This design comes from an exercise in tuning for small area and a short achievable clock period on the open sky130 flow, not from production work.
The RTL was checked by simulation tests, not by an equivalence proof against the original design.
No activity file was given, so power comes from the tool's default toggle rates.

Setup of the reference run:
==> flow/design.v (excerpt) <==
module ram_s1p1c_arb #(
    parameter  int NUM_REQ    = 4,
    parameter  int WORD_WIDTH = 8,
    parameter  int WORD_COUNT = 256,
    localparam int ADDR_WIDTH = $clog2(WORD_COUNT),
    localparam int ID_WIDTH   = ram_arb_pkg::calc_id_width(NUM_REQ)
) (
    input  logic                                 clk_i,
    input  logic                                 rstn_i,
    input  logic [NUM_REQ-1:0]                   req_valid_i,
    output logic [NUM_REQ-1:0]                   req_ready_o,
    input  logic [NUM_REQ-1:0]                   req_we_i,
    input  logic [NUM_REQ-1:0]                   req_lock_i,
    input  logic [NUM_REQ-1:0][ADDR_WIDTH-1:0]   req_addr_i,
    input  logic [NUM_REQ-1:0][WORD_WIDTH-1:0]   req_data_i,
    output logic [NUM_REQ-1:0]                   rsp_valid_o,
    output logic [ID_WIDTH-1:0]                  rsp_id_o,
    output logic [WORD_WIDTH-1:0]                rsp_data_o
);
For scale: ~4700 cells after synthesis, about 96 I/O pins.
Settings: LEC_CHECK=0, CAP_MARGIN=20, CORE_MARGIN=2, CORE_UTILIZATION=68, CTS_CLUSTER_DIAMETER=100, CTS_CLUSTER_SIZE=26, PLACE_DENSITY=0.85, SETUP_SLACK_MARGIN=2.25, SLEW_MARGIN=20, SYNTH_HIERARCHICAL=1; clock period 5.0 ns.
standard.sh (not shown) runs the stock make flow with config.mk's settings and CLKGATE_MAP_FILE= SYNTH_SCRIPT=/design/flow/synth_recipe.tcl, a recipe that flattens the netlist after the stock synthesis.
==> flow/flow/run.sh <==
#!/bin/bash
# Layout flow: the standard flow, with port buffers of a fixed cell type and with
# resizing free to change a cell's footprint.
export BUFFER_PORTS_ARGS="-buffer_cell sky130_fd_sc_hd__buf_4"
bash standard.sh MATCH_CELL_FOOTPRINT=0 finish > standard.log 2>&1
No stage failed in the reference run, and the final checks on the layout all came back clean.
Input-level comparison between the trial run and the reference run:
-- flow/config.mk --
<<< the reference run, line 10
export CORE_UTILIZATION = 68
>>> the trial run, line 10
export CORE_UTILIZATION = 60
<<< the reference run, line 13
export PLACE_DENSITY = 0.85
>>> the trial run, line 13
export PLACE_DENSITY = 0.7
### Flow results
[compare] base=the reference run new=the trial run: clock network fraction of total power moved up; post-CTS repair timing setup buffer count moved down.
Comparing the reference run and the trial run, the lower count of antenna diodes in the layout is on the trial run.
The trial run ended up with a lower length of routed met2 wiring than the reference run did.
Setup slack in the trial run is larger than in the reference run.
The trial run vs the reference run, global-route wire length before repair went down by 1.2%.

========
ram_s1p1c_arb again, from the RTL that the note above started with.
==> flow/design.v (excerpt) <==
module ram_s1p1c_arb #(
    parameter  int NUM_REQ    = 4,
    parameter  int WORD_WIDTH = 8,
    parameter  int WORD_COUNT = 256,
    localparam int ADDR_WIDTH = $clog2(WORD_COUNT),
    localparam int ID_WIDTH   = ram_arb_pkg::calc_id_width(NUM_REQ)
) (
    input  logic                                 clk_i,
    input  logic                                 rstn_i,
    input  logic [NUM_REQ-1:0]                   req_valid_i,
    output logic [NUM_REQ-1:0]                   req_ready_o,
    input  logic [NUM_REQ-1:0]                   req_we_i,
    input  logic [NUM_REQ-1:0]                   req_lock_i,
    input  logic [NUM_REQ-1:0][ADDR_WIDTH-1:0]   req_addr_i,
    input  logic [NUM_REQ-1:0][WORD_WIDTH-1:0]   req_data_i,
    output logic [NUM_REQ-1:0]                   rsp_valid_o,
    output logic [ID_WIDTH-1:0]                  rsp_id_o,
    output logic [WORD_WIDTH-1:0]                rsp_data_o
);
==> flow/config.mk <==
export PLATFORM = sky130hd
export DESIGN_NAME = ram_s1p1c_arb
export DESIGN_NICKNAME = ram_s1p1c_arb
export VERILOG_FILES = /design/flow/design.v
export SDC_FILE = /design/flow/constraint.sdc
export NUM_CORES = 4
export LEC_CHECK = 0
export CAP_MARGIN = 20
export CORE_MARGIN = 2
export CORE_UTILIZATION = 60
export CTS_CLUSTER_DIAMETER = 100
export CTS_CLUSTER_SIZE = 26
export PLACE_DENSITY = 0.85
export SETUP_SLACK_MARGIN = 2.3
export SLEW_MARGIN = 20
export SYNTH_HIERARCHICAL = 1
==> flow/constraint.sdc <==
create_clock -name core_clock -period 5.0 [get_ports {clk_i}]
set_input_delay 1.0000 -clock core_clock [delete_from_list [all_inputs] [get_ports {clk_i}]]
set_output_delay 1.0000 -clock core_clock [all_outputs]
set_load 0.01 [all_outputs]
Scripts as last shown in full above: flow/flow/run.sh
Rerun with:
==> flow/flow/run.sh (replaced) <==
#!/bin/bash
# Layout flow: the standard flow, with port buffers of a fixed cell type, resizing free
# to change a cell's footprint, and clock tree synthesis without dummy loads.
export BUFFER_PORTS_ARGS="-buffer_cell sky130_fd_sc_hd__buf_4"
bash standard.sh MATCH_CELL_FOOTPRINT=0 \
  "CTS_ARGS=-sink_clustering_enable -repair_clock_nets -sink_clustering_size 26 -sink_clustering_max_diameter 100 -dont_use_dummy_load" \
  finish > standard.log 2>&1
Settings changed: SETUP_SLACK_MARGIN 2.3 to 2.25.
Die area is unchanged.
Non-clock buffer count drops by 21.
Core utilization falls by 0.44 points.
Clock skew rises by 0.035 ns.
Critical path depth is lower by 2.
Hold slack gets better by 0.020 ns.
Total power fell by 1.6%.
Wire length came out lower by 0.58%.

==> afterwards: timing with drivers on the ports <==
The flow's constraints put no driver on any port. The routed layouts listed below were extracted and timed again, unchanged, in two steps. Step 1 sets driving cells, clkbuf_16 on the clock port and buf_2 on the other inputs (assumed; they add their load-dependent delay and slew). Step 2 adds t to the input delays and takes it off the output delays; t is the mean of the earliest and latest rising clock arrival at the registers after step 1. Input paths then give back, and output paths get back, about the clock's delay inside the block. a / b / c = ideal / step 1 / step 2; a / b = the first two.
run	t, ns	setup slack, ns	worst hold slack (ns)	worst setup path at the end	worst slew at a driven data input, ns
the reference run	0.796	2.115 / 2.064 / 1.350	0.437 / 0.388 / 0.511	input to register	0.14
the trial run	0.839	2.142 / 2.061 / 1.291	0.424 / 0.383 / 0.516	input to register	0.20
the first run of note 2	0.829	2.122 / 2.021 / 1.414	0.423 / 0.370 / 0.516	input to register	0.24
the second run of note 2	0.819	2.126 / 2.038 / 1.383	0.443 / 0.389 / 0.514	input to register	0.23
After both steps setup and hold are still met in every run listed. The setup slack of the trial run, which loses most, moves by -0.081 ns with the drivers and by -0.851 ns with both steps.
